This design comes from an exercise in tuning for small area, a short achievable clock period and few clock cycles per item on the open sky130 flow, not from production work.
Function was checked by simulation only, so behaviour that the tests miss may differ from the original.

## P
Design date_difference_days_top, start of the top module:
module date_difference_days_top #(
  parameter int unsigned YEAR_MAX = 9999
) (
  input  logic                      clk_i,
  input  logic                      rst_ni,
  input  logic                      valid_i,
  output logic                      stall_o,
  input  logic [dd_pkg::DAY_W-1:0]   first_day_i,
  input  logic [dd_pkg::MONTH_W-1:0] first_month_i,
  input  logic [dd_pkg::YEAR_W-1:0]  first_year_i,
  input  logic [dd_pkg::DAY_W-1:0]   second_day_i,
  input  logic [dd_pkg::MONTH_W-1:0] second_month_i,
  input  logic [dd_pkg::YEAR_W-1:0]  second_year_i,
  output logic                      valid_o,
  input  logic                      stall_i,
  output logic [dd_pkg::DIFF_W-1:0]  day_difference_o
);
  logic [1:0] valid_q;
  logic       adv;
  logic       hit;
  logic [3:0] flags_d, flags_q;
  assign flags_d = {second_year_i > 14'd9999, second_year_i == 14'd0,
                     first_year_i > 14'd9999, first_year_i == 14'd0};
  assign hit = (flags_d == flags_q);
  ...
==> flow/config.mk <==
export PLATFORM = sky130hd
export DESIGN_NAME = date_difference_days_top
export DESIGN_NICKNAME = date_difference_days_top
export VERILOG_FILES = /design/flow/design.v
export SDC_FILE = /design/flow/constraint.sdc
export NUM_CORES = 4
export LEC_CHECK = 0
export CAP_MARGIN = 20
export CORE_MARGIN = 2
export CORE_UTILIZATION = 80
export GPL_ROUTABILITY_DRIVEN = 0
export GPL_TIMING_DRIVEN = 0
export SETUP_SLACK_MARGIN = 1.5
export SLEW_MARGIN = 20
export SYNTH_HIERARCHICAL = 1
export SYNTH_MINIMUM_KEEP_SIZE = 0
==> flow/constraint.sdc <==
create_clock -name core_clock -period 5.5 [get_ports {clk_i}]
set_input_delay 1.1000 -clock core_clock [delete_from_list [all_inputs] [get_ports {clk_i}]]
set_output_delay 1.1000 -clock core_clock [all_outputs]
set_load 0.01 [all_outputs]
standard.sh (not shown) runs the stock make flow with config.mk's settings and CLKGATE_MAP_FILE= SYNTH_SCRIPT=/design/flow/synth_recipe.tcl, a recipe that flattens the netlist after the stock synthesis.
==> flow/flow/run.sh <==
#!/bin/bash
# Standard layout, with the port buffers made of sky130_fd_sc_hd__buf_2 cells instead of the
# buffer_ports default. All output goes to flow.log in the work folder.
set -o pipefail
export BUFFER_PORTS_ARGS="-buffer_cell sky130_fd_sc_hd__buf_2"
bash standard.sh > flow.log 2>&1
Testbench counts of P, summed over its fixed seeds: cycles 12,016, items 12,000.
Input-level comparison between Q and P:
- swapping 80 for 70 in CORE_UTILIZATION
Findings:
- Of Q and P, P shows the higher final wirelength, with Q below it.
- Any difference in required time of the critical path between Q and P is small enough to ignore.
- Delta (Q minus P): worst setup slack increased by 0.15 ns relative to the old numbers, initial antenna violation count increased by 1 relative to the old numbers.

========
## main
Starting RTL as in the previous note.
Settings: LEC_CHECK=0, CAP_MARGIN=20, CORE_MARGIN=2, CORE_UTILIZATION=70, CTS_BUF_LIST=sky130_fd_sc_hd__clkbuf_8, GPL_ROUTABILITY_DRIVEN=0, GPL_TIMING_DRIVEN=0, SETUP_SLACK_MARGIN=1.5, SLEW_MARGIN=20, SYNTH_HIERARCHICAL=1, SYNTH_MINIMUM_KEEP_SIZE=0; clock period 5.5 ns.
Scripts as last shown in full above: flow/flow/run.sh
main did not stop at any stage, and its layout met the timing, DRC and antenna checks.
Testbench counts of main, summed over its fixed seeds: cycles 12,016, items 12,000.
Input changes introduced in the feature branch (baseline for comparison: main):
Settings: setting CTS_CLUSTER_DIAMETER to 100 for the first time; setting CTS_CLUSTER_SIZE to 30 for the first time.
Results
Comparing the feature branch against main, there is no change at all in share of the clock period used by the worst path.
Going from main to the feature branch, via count flat; worst slack after detailed placement flat; sequential share of cell area flat.
From main to the feature branch, final antenna-violating net count did not move at all.
Reported for the feature branch and main, average cell area after synthesis turned out identical to the last digit.
Diff the feature branch..main | routed wire length on met2 | negligible
Diff main..the feature branch | worst clock skew | unchanged
Diff the feature branch..main | basic-gate share of the synthesized area counting and, or, nand and nor cells | unchanged
From main to the feature branch, global-route usage did not move at all.
Reported for the feature branch and main, number of clock buffers in the layout turned out identical to the last digit.

-- afterwards: timing with drivers on the ports --
Ports are ideal in the flow. The routed layouts listed here were re-timed in OpenROAD. Step 1, drivers: a clkbuf_16 drives clk_i and a buf_2 each remaining input, both assumed. Step 2 times the ports against the registers' clock, not the clock port: input delays grow and output delays shrink by t, the midpoint of the rising clock arrivals with the driver on. a / b / c = ideal ports / drivers / drivers and shift; a / b = the first two.
run	t, ns	setup slack, ns	latest minus earliest clock arrival (ns)	pins driven straight from the clock port
P	0.393	1.396 / 1.420 / 1.028	0.007 / 0.007	1
Q	0.391	1.544 / 1.543 / 1.152	0.011 / 0.010	1
main	0.421	1.587 / 1.558 / 1.186	0.017 / 0.018	1
the feature branch	0.421	1.587 / 1.558 / 1.186	0.017 / 0.018	1
After both steps every run listed still meets setup and hold.
